Source: an optimization exercise on an open RTL-to-GDS flow (aim: small area, a short achievable clock period and few clock cycles). Production flows keep margins and buffers that such runs may drop.
Only simulation tests tie the RTL to the original design; equivalence was not proved.
Power figures rest on the tool's default switching activity, not on a simulated workload.

### config.mk
export PLATFORM = sky130hd
export DESIGN_NAME = graph_depth_first_search_core
export DESIGN_NICKNAME = graph_depth_first_search_core
export VERILOG_FILES = /design/flow/design.v
export SDC_FILE = /design/flow/constraint.sdc
export NUM_CORES = 4
export LEC_CHECK = 0
export CAP_MARGIN = 20
export CORE_MARGIN = 2
export CORE_UTILIZATION = 40
export SLEW_MARGIN = 20
### constraint.sdc
create_clock -name core_clock -period 10.0 [get_ports {clock}]
set_input_delay 2.0000 -clock core_clock [delete_from_list [all_inputs] [get_ports {clock}]]
set_output_delay 2.0000 -clock core_clock [all_outputs]
set_load 0.01 [all_outputs]
### design.v
`default_nettype none
package gdfs_pkg;
   localparam int MAX_VERTICES = 16;
   localparam int MAX_DEGREE   = 8;
   localparam int OP_W     = 2;
   localparam int VERTEX_W = $clog2(MAX_VERTICES);
   localparam int SLOT_W   = $clog2(MAX_DEGREE);
   localparam int DEG_W    = $clog2(MAX_DEGREE + 1);
   localparam int DEPTH_W  = $clog2(MAX_VERTICES + 1);
   localparam int CFG_W    = 5;
   localparam int STATUS_W = 2;
   localparam int ADJ_AW   = VERTEX_W + SLOT_W;
   localparam int ADJ_DEPTH = MAX_VERTICES * MAX_DEGREE;
   localparam logic [CFG_W-1:0] VCOUNT_RESET = CFG_W'(16);
   localparam logic [OP_W-1:0] OP_CLEAR = 2'd0;
   localparam logic [OP_W-1:0] OP_ADD   = 2'd1;
   localparam logic [OP_W-1:0] OP_TRAV  = 2'd2;
   localparam logic [OP_W-1:0] OP_PATH  = 2'd3;
   localparam logic [STATUS_W-1:0] ST_OK      = 2'd0;
   localparam logic [STATUS_W-1:0] ST_NO_PATH = 2'd1;
   localparam logic [STATUS_W-1:0] ST_RANGE   = 2'd2;
   localparam logic [STATUS_W-1:0] ST_FULL    = 2'd3;
   typedef struct packed {
      logic                latch_req;
      logic                clear_deg;
      logic                load_da;
      logic                load_db;
      logic                edge_wr1;
      logic                edge_wr2;
      logic                start;
      logic                fetch;
      logic                pop;
      logic                push;
      logic                out_load;
      logic                out_status_only;
      logic [STATUS_W-1:0] out_status;
   } gdfs_cmd_type;
   typedef struct packed {
      logic [OP_W-1:0] opcode;
      logic            a_ok;
      logic            b_ok;
      logic            edge_full;
      logic            start_is_target;
      logic            stack_empty;
      logic            has_next;
      logic            nb_new;
      logic            nb_is_target;
      logic            emit_last;
      logic            out_free;
   } gdfs_stat_type;
endpackage
`default_nettype wire
`default_nettype none
module gdfs_ram #(
   parameter int WIDTH = 4,
   parameter int DEPTH = 128
) (
   input  wire logic                     clock,
   input  wire logic                     wr_en,
   input  wire logic [$clog2(DEPTH)-1:0] wr_addr,
   input  wire logic [WIDTH-1:0]         wr_data,
   input  wire logic                     rd_en,
   input  wire logic [$clog2(DEPTH)-1:0] rd_addr,
   output      logic [WIDTH-1:0]         rd_data
);
   logic [WIDTH-1:0] mem_ff [DEPTH];
   logic [WIDTH-1:0] rd_data_ff;
   always_ff @(posedge clock) begin
      if (wr_en) begin
         mem_ff[wr_addr] <= wr_data;
      end
      if (rd_en) begin
         rd_data_ff <= mem_ff[rd_addr];
      end
   end
   assign rd_data = rd_data_ff;
endmodule
`default_nettype wire
`default_nettype none
import gdfs_pkg::*;
module gdfs_ctrl (
   input  wire logic          clock,
   input  wire logic          reset,
   input  wire logic          req_valid,
   output      logic          req_ready,
   input  gdfs_pkg::gdfs_stat_type      stat,
   output      gdfs_pkg::gdfs_cmd_type  cmd
);
   localparam logic [3:0] S_IDLE      = 4'd0;
   localparam logic [3:0] S_DECODE    = 4'd1;
   localparam logic [3:0] S_RESULT    = 4'd2;
   localparam logic [3:0] S_EDGE_RD_A = 4'd3;
   localparam logic [3:0] S_EDGE_RD_B = 4'd4;
   localparam logic [3:0] S_EDGE_CHK  = 4'd5;
   localparam logic [3:0] S_EDGE_WR1  = 4'd6;
   localparam logic [3:0] S_EDGE_WR2  = 4'd7;
   localparam logic [3:0] S_START     = 4'd8;
   localparam logic [3:0] S_FETCH     = 4'd9;
   localparam logic [3:0] S_CHECK     = 4'd10;
   localparam logic [3:0] S_EMIT      = 4'd11;
   logic [3:0]          state_ff;
   logic [3:0]          state_in;
   logic [STATUS_W-1:0] status_ff;
   logic [STATUS_W-1:0] status_in;
   logic                is_path;
   assign is_path   = (stat.opcode == OP_PATH);
   assign req_ready = (state_ff == S_IDLE);
   always_comb begin
      state_in  = state_ff;
      status_in = status_ff;
      cmd       = '0;
      case (state_ff)
         S_IDLE: begin
            if (req_valid) begin
               cmd.latch_req = 1'b1;
               state_in      = S_DECODE;
            end
         end
         S_DECODE: begin
            case (stat.opcode)
               OP_CLEAR: begin
                  cmd.clear_deg = 1'b1;
                  status_in     = ST_OK;
                  state_in      = S_RESULT;
               end
               OP_ADD: begin
                  if (!stat.a_ok || !stat.b_ok) begin
                     status_in = ST_RANGE;
                     state_in  = S_RESULT;
                  end else begin
                     state_in = S_EDGE_RD_A;
                  end
               end
               OP_TRAV: begin
                  if (!stat.a_ok) begin
                     status_in = ST_RANGE;
                     state_in  = S_RESULT;
                  end else begin
                     state_in = S_START;
                  end
               end
               default: begin
                  if (!stat.a_ok || !stat.b_ok) begin
                     status_in = ST_RANGE;
                     state_in  = S_RESULT;
                  end else begin
                     state_in = S_START;
                  end
               end
            endcase
         end
         S_RESULT: begin
            if (stat.out_free) begin
               cmd.out_load        = 1'b1;
               cmd.out_status_only = 1'b1;
               cmd.out_status      = status_ff;
               state_in            = S_IDLE;
            end
         end
         S_EDGE_RD_A: begin
            cmd.load_da = 1'b1;
            state_in    = S_EDGE_RD_B;
         end
         S_EDGE_RD_B: begin
            cmd.load_db = 1'b1;
            state_in    = S_EDGE_CHK;
         end
         S_EDGE_CHK: begin
            if (stat.edge_full) begin
               status_in = ST_FULL;
               state_in  = S_RESULT;
            end else begin
               state_in = S_EDGE_WR1;
            end
         end
         S_EDGE_WR1: begin
            cmd.edge_wr1 = 1'b1;
            state_in     = S_EDGE_WR2;
         end
         S_EDGE_WR2: begin
            cmd.edge_wr2 = 1'b1;
            status_in    = ST_OK;
            state_in     = S_RESULT;
         end
         S_START: begin
            cmd.start = 1'b1;
            if (is_path && stat.start_is_target) begin
               state_in = S_EMIT;
            end else begin
               state_in = S_FETCH;
            end
         end
         S_FETCH: begin
            if (stat.stack_empty) begin
               if (is_path) begin
                  status_in = ST_NO_PATH;
                  state_in  = S_RESULT;
               end else begin
                  state_in = S_EMIT;
               end
            end else if (stat.has_next) begin
               cmd.fetch = 1'b1;
               state_in  = S_CHECK;
            end else begin
               cmd.pop = 1'b1;
            end
         end
         S_CHECK: begin
            state_in = S_FETCH;
            if (stat.nb_new) begin
               cmd.push = 1'b1;
               if (is_path && stat.nb_is_target) begin
                  state_in = S_EMIT;
               end
            end
         end
         S_EMIT: begin
            if (stat.out_free) begin
               cmd.out_load   = 1'b1;
               cmd.out_status = ST_OK;
               if (stat.emit_last) begin
                  state_in = S_IDLE;
               end
            end
         end
         default: begin
            state_in = S_IDLE;
         end
      endcase
   end
   always_ff @(posedge clock) begin
      if (reset) begin
         state_ff  <= S_IDLE;
         status_ff <= ST_OK;
      end else begin
         state_ff  <= state_in;
         status_ff <= status_in;
      end
   end
endmodule
`default_nettype wire
`default_nettype none
import gdfs_pkg::*;
module gdfs_datapath (
   input  wire logic                clock,
   input  wire logic                reset,
   input  wire logic [OP_W-1:0]     req_opcode,
   input  wire logic [VERTEX_W-1:0] req_vertex_a,
   input  wire logic [VERTEX_W-1:0] req_vertex_b,
   input  wire logic                csr_valid,
   input  wire logic [CFG_W-1:0]    csr_vertex_count,
   input  wire logic                rsp_ready,
   output      logic                rsp_valid,
   output      logic [VERTEX_W-1:0] rsp_vertex_out,
   output      logic                rsp_last_of_run,
   output      logic [STATUS_W-1:0] rsp_status,
   input  gdfs_pkg::gdfs_cmd_type             cmd,
   output      gdfs_pkg::gdfs_stat_type       stat
);
   logic [OP_W-1:0]         op_ff;
   logic [VERTEX_W-1:0]     a_ff;
   logic [VERTEX_W-1:0]     b_ff;
   logic [CFG_W-1:0]        vcount_ff;
   logic [DEG_W-1:0]        deg_ff [MAX_VERTICES];
   logic [DEG_W-1:0]        da_ff;
   logic [DEG_W-1:0]        db_ff;
   logic [MAX_VERTICES-1:0] visited_ff;
   logic [VERTEX_W-1:0]     stk_v_ff [MAX_VERTICES];
   logic [DEG_W-1:0]        stk_i_ff [MAX_VERTICES];
   logic [VERTEX_W-1:0]     order_ff [MAX_VERTICES];
   logic [DEPTH_W-1:0]      depth_ff;
   logic [DEPTH_W-1:0]      n_ff;
   logic [VERTEX_W-1:0]     emit_ff;
   logic                    rsp_valid_ff;
   logic [VERTEX_W-1:0]     rsp_vertex_ff;
   logic                    rsp_last_ff;
   logic [STATUS_W-1:0]     rsp_status_ff;
   logic [CFG_W-1:0]    lim;
   logic                self_loop;
   logic                is_path;
   logic [DEG_W:0]      da_plus2;
   logic [VERTEX_W-1:0] top;
   logic [VERTEX_W-1:0] stk_rv;
   logic [DEG_W-1:0]    top_idx;
   logic [DEG_W-1:0]    deg_rd;
   logic [DEPTH_W-1:0]  emit_count;
   logic [VERTEX_W-1:0] emit_vertex;
   logic                ram_we;
   logic [ADJ_AW-1:0]   ram_waddr;
   logic [VERTEX_W-1:0] ram_wdata;
   logic [ADJ_AW-1:0]   ram_raddr;
   logic [VERTEX_W-1:0] nb;
   always_ff @(posedge clock) begin
      if (cmd.latch_req) begin
         op_ff <= req_opcode;
         a_ff  <= req_vertex_a;
         b_ff  <= req_vertex_b;
      end
   end
   always_ff @(posedge clock) begin
      if (reset) begin
         vcount_ff <= VCOUNT_RESET;
      end else if (csr_valid) begin
         vcount_ff <= csr_vertex_count;
      end
   end
   assign lim       = (vcount_ff > CFG_W'(MAX_VERTICES)) ? CFG_W'(MAX_VERTICES) : vcount_ff;
   assign self_loop = (a_ff == b_ff);
   assign is_path   = (op_ff == OP_PATH);
   assign da_plus2  = (DEG_W+1)'(da_ff) + (DEG_W+1)'(2);
   assign top     = VERTEX_W'(depth_ff - DEPTH_W'(1));
   assign stk_rv  = stk_v_ff[top];
   assign top_idx = stk_i_ff[top];
   assign deg_rd  = deg_ff[stk_rv];
   always_ff @(posedge clock) begin
      if (cmd.load_da) begin
         da_ff <= deg_ff[a_ff];
      end
      if (cmd.load_db) begin
         db_ff <= deg_ff[b_ff];
      end
   end
   always_ff @(posedge clock) begin
      if (reset || cmd.clear_deg) begin
         for (int k = 0; k < MAX_VERTICES; k++) begin
            deg_ff[k] <= '0;
         end
      end else begin
         if (cmd.edge_wr1) begin
            deg_ff[a_ff] <= self_loop ? DEG_W'(da_plus2) : DEG_W'(da_ff + DEG_W'(1));
         end
         if (cmd.edge_wr2 && !self_loop) begin
            deg_ff[b_ff] <= DEG_W'(db_ff + DEG_W'(1));
         end
      end
   end
   always_comb begin
      ram_we    = cmd.edge_wr1 || cmd.edge_wr2;
      ram_waddr = {a_ff, da_ff[SLOT_W-1:0]};
      ram_wdata = b_ff;
      if (cmd.edge_wr2) begin
         ram_wdata = a_ff;
         if (self_loop) begin
            ram_waddr = {a_ff, SLOT_W'(da_ff[SLOT_W-1:0] + SLOT_W'(1))};
         end else begin
            ram_waddr = {b_ff, db_ff[SLOT_W-1:0]};
         end
      end
   end
   assign ram_raddr = {stk_rv, top_idx[SLOT_W-1:0]};
   gdfs_ram #(
      .WIDTH (VERTEX_W),
      .DEPTH (ADJ_DEPTH)
   ) u_adj_ram (
      .clock   (clock),
      .wr_en   (ram_we),
      .wr_addr (ram_waddr),
      .wr_data (ram_wdata),
      .rd_en   (cmd.fetch),
      .rd_addr (ram_raddr),
      .rd_data (nb)
   );
   always_ff @(posedge clock) begin
      if (reset) begin
         visited_ff <= '0;
         depth_ff   <= '0;
         n_ff       <= '0;
         emit_ff    <= '0;
      end else if (cmd.start) begin
         visited_ff <= {{(MAX_VERTICES-1){1'b0}}, 1'b1} << a_ff;
         depth_ff   <= DEPTH_W'(1);
         n_ff       <= DEPTH_W'(1);
         emit_ff    <= '0;
      end else begin
         if (cmd.pop) begin
            depth_ff <= depth_ff - DEPTH_W'(1);
         end
         if (cmd.push) begin
            visited_ff[nb] <= 1'b1;
            depth_ff       <= depth_ff + DEPTH_W'(1);
            if (!is_path) begin
               n_ff <= n_ff + DEPTH_W'(1);
            end
         end
         if (cmd.out_load && !cmd.out_status_only) begin
            emit_ff <= emit_ff + VERTEX_W'(1);
         end
      end
   end
   always_ff @(posedge clock) begin
      if (cmd.start) begin
         stk_v_ff[0] <= a_ff;
         stk_i_ff[0] <= '0;
         order_ff[0] <= a_ff;
      end else begin
         if (cmd.fetch) begin
            stk_i_ff[top] <= top_idx + DEG_W'(1);
         end
         if (cmd.push) begin
            stk_v_ff[depth_ff[VERTEX_W-1:0]] <= nb;
            stk_i_ff[depth_ff[VERTEX_W-1:0]] <= '0;
            if (!is_path) begin
               order_ff[n_ff[VERTEX_W-1:0]] <= nb;
            end
         end
      end
   end
   assign emit_count  = is_path ? depth_ff : n_ff;
   assign emit_vertex = is_path ? stk_v_ff[emit_ff] : order_ff[emit_ff];
   always_ff @(posedge clock) begin
      if (reset) begin
         rsp_valid_ff <= 1'b0;
      end else if (cmd.out_load) begin
         rsp_valid_ff <= 1'b1;
      end else if (rsp_ready) begin
         rsp_valid_ff <= 1'b0;
      end
   end
   always_ff @(posedge clock) begin
      if (cmd.out_load) begin
         rsp_vertex_ff <= cmd.out_status_only ? '0 : emit_vertex;
         rsp_last_ff   <= cmd.out_status_only ? 1'b1 : stat.emit_last;
         rsp_status_ff <= cmd.out_status;
      end
   end
   assign rsp_valid       = rsp_valid_ff;
   assign rsp_vertex_out  = rsp_vertex_ff;
   assign rsp_last_of_run = rsp_last_ff;
   assign rsp_status      = rsp_status_ff;
   always_comb begin
      stat.opcode          = op_ff;
      stat.a_ok            = CFG_W'(a_ff) < lim;
      stat.b_ok            = CFG_W'(b_ff) < lim;
      stat.edge_full       = self_loop ? (da_plus2 > (DEG_W+1)'(MAX_DEGREE))
                                       : (da_ff >= DEG_W'(MAX_DEGREE) ||
                                          db_ff >= DEG_W'(MAX_DEGREE));
      stat.start_is_target = self_loop;
      stat.stack_empty     = (depth_ff == '0);
      stat.has_next        = (top_idx < deg_rd);
      stat.nb_new          = !visited_ff[nb];
      stat.nb_is_target    = (nb == b_ff);
      stat.emit_last       = ((DEPTH_W'(emit_ff) + DEPTH_W'(1)) == emit_count);
      stat.out_free        = !rsp_valid_ff || rsp_ready;
   end
endmodule
`default_nettype wire
`default_nettype none
import gdfs_pkg::*;
module graph_depth_first_search_core (
   input  wire logic                clock,
   input  wire logic                reset,
   input  wire logic                req_valid,
   output      logic                req_ready,
   input  wire logic [OP_W-1:0]     req_opcode,
   input  wire logic [VERTEX_W-1:0] req_vertex_a,
   input  wire logic [VERTEX_W-1:0] req_vertex_b,
   output      logic                rsp_valid,
   input  wire logic                rsp_ready,
   output      logic [VERTEX_W-1:0] rsp_vertex_out,
   output      logic                rsp_last_of_run,
   output      logic [STATUS_W-1:0] rsp_status,
   input  wire logic                csr_valid,
   output      logic                csr_ready,
   input  wire logic [CFG_W-1:0]    csr_vertex_count
);
   gdfs_pkg::gdfs_cmd_type  cmd;
   gdfs_pkg::gdfs_stat_type stat;
   assign csr_ready = 1'b1;
   gdfs_ctrl u_ctrl (
      .clock     (clock),
      .reset     (reset),
      .req_valid (req_valid),
      .req_ready (req_ready),
      .stat      (stat),
      .cmd       (cmd)
   );
   gdfs_datapath u_datapath (
      .clock            (clock),
      .reset            (reset),
      .req_opcode       (req_opcode),
      .req_vertex_a     (req_vertex_a),
      .req_vertex_b     (req_vertex_b),
      .csr_valid        (csr_valid),
      .csr_vertex_count (csr_vertex_count),
      .rsp_ready        (rsp_ready),
      .rsp_valid        (rsp_valid),
      .rsp_vertex_out   (rsp_vertex_out),
      .rsp_last_of_run  (rsp_last_of_run),
      .rsp_status       (rsp_status),
      .cmd              (cmd),
      .stat             (stat)
   );
endmodule
`default_nettype wire
### run.sh
#!/bin/bash
# synth_recipe.tcl (not shown) runs the flow's synth.tcl, then flattens the netlist and writes it again
# the make line also repeats each setting of config.mk as NAME=value (left out here)
make -C /OpenROAD-flow-scripts/flow DESIGN_CONFIG=/design/flow/config.mk WORK_HOME=/design/flow/orfs CLKGATE_MAP_FILE= SYNTH_SCRIPT=/design/flow/synth_recipe.tcl finish
==> summary.txt <==
[cell usage after synthesis (18+ instances only)]
| library cell | count |
|---|---|
| xor2_1 | 21 |
| nand2_1 | 149 |
| nand3_1 | 26 |
| mux2_2 | 25 |
| nor2b_1 | 66 |
| clkbuf_1 | 96 |
| o22ai_1 | 21 |
| dfxtp_1 | 46 |
| a21oi_1 | 116 |
| a211oi_1 | 121 |
| nand2b_1 | 23 |
| buf_4 | 18 |
| o211ai_1 | 37 |
| mux2i_1 | 243 |
| nor2_1 | 331 |
| o21ai_0 | 58 |
| or2_2 | 22 |
| nor3_1 | 49 |
| edfxtp_1 | 797 |
| buf_2 | 42 |
| ha_1 | 25 |
| mux4_2 | 109 |
| inv_1 | 23 |
[registers in the layout (all words and copies together), names as in the netlist, 5 cells and up, named ones only]
name,flops
u_datapath.u_adj_ram.mem_ff,512
u_datapath.deg_ff,64
u_datapath.order_ff,64
u_datapath.stk_i_ff,64
u_datapath.stk_v_ff,64
u_datapath.visited_ff,16
u_datapath.depth_ff,5
u_datapath.n_ff,5
u_datapath.vcount_ff,5
[logic make-up (layout without fill, tap and decap cells)]
| kind of cell | after synthesis | after routing |
|---|---|---|
| simple gates | 737 | 737 |
| buf+inv | 213 | 260 |
| mux | 390 | 390 |
| other cells | 1 | 1 |
| fa+ha+maj | 25 | 25 |
| compound gates | 458 | 458 |
| flops | 843 | 843 |
| xor+xnor | 33 | 33 |
[per-stage QoR]
stage / std cells / cell area, µm² / worst slack (ps) / power, µW
5_1_grt: 4012 / 42600 / 1310 / 8150
3_3_place_gp: 3850 / 39800 / 2210 / 4800
6_report: 4012 / 42600 / 1930 / 7900
3_5_place_dp: 3851 / 39800 / 2010 / 4820
4_1_cts: 4012 / 42600 / 1970 / 7960
2_1_floorplan: 2700 / 38400 / 2540 / 4560
[per-layer routing]
| layer | vias up | part of all wire [%] | routed length, µm |
|---|---|---|---|
| met5 | - | 0 | 0 |
| met4 | 0 | 3.2 | 3000 |
| met3 | 175 | 6.6 | 6210 |
| met2 | 877 | 47 | 44800 |
| met1 | 11600 | 43 | 40700 |
| li1 | 10400 | - | - |
[where the power goes]
group          switching [µW]  total [µW]  internal [µW]
Clock                    1350        3150           1810
Sequential               48.3        4010           3960
Combinational             479         729            250
[cell type report]
cell class / instances / area, µm²
sequential: 843 / 24900
fill: 8270 / 52500
clock buffer: 112 / 2350
inverter: 27 / 101
multi-input combinational: 1644 / 12700
timing repair buffer: 72 / 614
tap: 1265 / 1580
clock inverter: 49 / 444
[critical path, cell delays in order (launching register included)]
cell	delay [ps]
dfxtp_2	310
buf_4	620
inv_1	300
ha_1	1010
mux2i_1	170
mux4_2	540
nand2_1	190
o21a_2	900
nand2_1	120
and3_1	200
a211oi_1	230
a311oi_1	80
or2_2	300
ha_1	310
a21o_1	160
a21oi_1	190
inv_1	80
o211ai_1	770
nand2_1	290
nor2_1	870
[cell usage in the layout (no fill, tap or decap), types with 13 or more instances in the layout]
master           netlist  final
edfxtp_1             797    797
nor2_1               331    330
mux2i_1              243    241
nand2_1              149    143
a211oi_1             121    121
a21oi_1              116    115
mux4_2               109    107
clkbuf_16              0     90
nor2b_1               66     66
o21ai_0               58     53
nor3_1                49     48
dfxtp_1               46     44
buf_4                 18     43
o211ai_1              37     37
clkdlybuf4s50_1        0     28
nand3_1               26     26
mux2_2                25     25
ha_1                  25     25
inv_1                 23     23
nand2b_1              23     23
or2_2                 22     22
o22ai_1               21     21
xor2_1                21     21
clkbuf_1              96     20
clkinv_2               0     16
clkinv_1               2     14
and2_1                14     14
a221oi_1              14     14
mux4_1                13     13
a22oi_1               13     13
[worst max path at each step]
stage | endpoint | slack [ps] | start
floorplan | u_datapath.u_adj_ram.mem_ff[0][2] | 2540 | u_ctrl.state_ff[3]
global placement | u_datapath.stk_i_ff[5][2] | 2210 | u_datapath.depth_ff[0]
detailed placement | u_datapath.stk_i_ff[9][2] | 2010 | u_datapath.depth_ff[0]
CTS | u_datapath.stk_i_ff[4][3] | 1970 | u_datapath.depth_ff[0]
global route | u_datapath.stk_i_ff[4][3] | 1310 | u_datapath.depth_ff[0]
finish | u_datapath.stk_i_ff[4][3] | 1930 | u_datapath.depth_ff[0]
==> qor.txt <==
Outcome: finished clean
P_leak: 0.0143 µW
Post-CTS Resized: 0
Crit share post-route: 80.7%
Vias: 23100
Num Clock Sinks: 843
Clock transition at path regs: 60 ps
Core Util, Final: 44.8%
GP Congestion: 0.885
TritonCTS clock tree: yes
Fraction of registers with async set/reset: 0%
Final Max Slew Viols: 0
Power Density: 185 nW/µm²
GR peak layer: met2
Vias in the first global route: 23400
Syn. warnings: 3
Syn Area/Cell: 14.2 µm²
Dpl hpwl: 60700 µm
Hold Fails Final Rpt: 0
Max cap viols: 0
Worst Path Arrival: 8350 ps
Met3 Use GR: 2.75%
First-pass GRT wire length: 144000 µm
Number of CTS-inserted buffers: 87
Drt total wl: 94700 µm
Largest net degree at the start of global routing: 129
Reg-to-Reg Start: u_datapath.depth_ff[0]
Reg2reg end: u_datapath.stk_i_ff[4][3]
R2R setup slack: 1930 ps
Primary FF master, synth: edfxtp_1
Adder-Cell Fraction of Synth Area: 0.814%
DRT Pass-1 Iters: 6
Synthesized cell area: 38400 µm²
Antenna diodes: 0
Crit. End Element: register
Vias per inst: 5.75
Synth Area in Compound Gates: 7.96%
Die area: 98600 µm²
Post-synthesis mux area share: 14.3%
Hold path cells: 2
Critical path class: reg2reg
CTS Root Cell: clkbuf_16
Chip Height: 314 µm
Rows: 113
IO buf count: 28
Slew margin rel.: 27.4%
Layout cell share with drive strength beyond 1: 13.2%
F_max: 0.124 GHz
Reg2Reg Depth: 19
CP startpoint kind: register
Met2 Use GR: 30.9%
WL per Instance: 23.6 µm
Hold Crit Class: reg2reg
IO Count: 30
Post-Syn Instances: 2700
Initial antenna violation count: 0
Top-area cell type share of the netlist area: 62.3%
Hold WS: 499 ps
CTS max path bufs: 3
Post-DRT Antenna Nets: 0
Worst-Margin Slew: 1080 ps
Gr ovfl total: 0
DRC viols: 0
Total GRT Usage: 19.2%
CP Max Fanout: 49
Net Count, Synth: 2745
HP Start: u_datapath.visited_ff[3]
Post-CTS Hold Buffers: 0
Yosys cell types: 67
Die Span X: 314 µm
Hold path endpoint: u_datapath.visited_ff[3]
Clock skew: 28.7 ps
Number of flops mapped to enable cells by yosys: 797
Post-CTS Setup Repair Bufs: 0
DRT iter0 DRCs: 2447
Nets: 2720
Yosys reg bits: 843
Max VDD drop: 0.000162 V
Post-synth top area cell: edfxtp_1
Largest family of logic cells by synthesized area: multiplexers
Synth top area cells: edfxtp_1, mux4_2, mux2i_1
Fin crit period: 8070 ps
Unrepaired setup endpoints after global routing: no
Post-synthesis xor/xnor area fraction: 0.771%
M1 GR Usage: 26.4%
WP data required: 10280 ps
Initial core utilization: 40.4%
Seq/Total Area, Yosys: 64.7%
Setup_tns: 0 ps
Worst-Skew Late Latency: 650 ps
Setup violators final: 0
Area Growth Syn to Fin: 10.9%
Synth Area in Simple Gates: 8.71%
Core box area: 95200 µm²
H-tree depth: 3
Testbench counts, summed over its fixed seeds: cycles 76,498.

==> separate check: timing with driven ports <==
Ports are ideal in the flow. The routed layout listed here was re-timed in OpenROAD. Step 1: set_driving_cell puts a clkbuf_16 on clock and a buf_2 on each other input, an assumption about the parent block. Step 2 adds t to the input delays and takes it off the output delays; t is the mean of the earliest and latest rising clock arrival at the registers after step 1. Input paths then give back, and output paths get back, about the clock's delay inside the block. Slacks: no drivers / after step 1 / after step 2; pairs: no drivers / after step 1.
shift t [ns]: 0.712
slack for setup (ns): 1.929 / 1.929 / 1.929
worst setup path at the end: register to register
worst data-port slew with drivers (ns): 0.04
cell pins on the clock port's net: 1
After both steps setup and hold are still met in this run. The setup slack of this run moves by 0.000 ns with the drivers and by 0.000 ns with both steps.
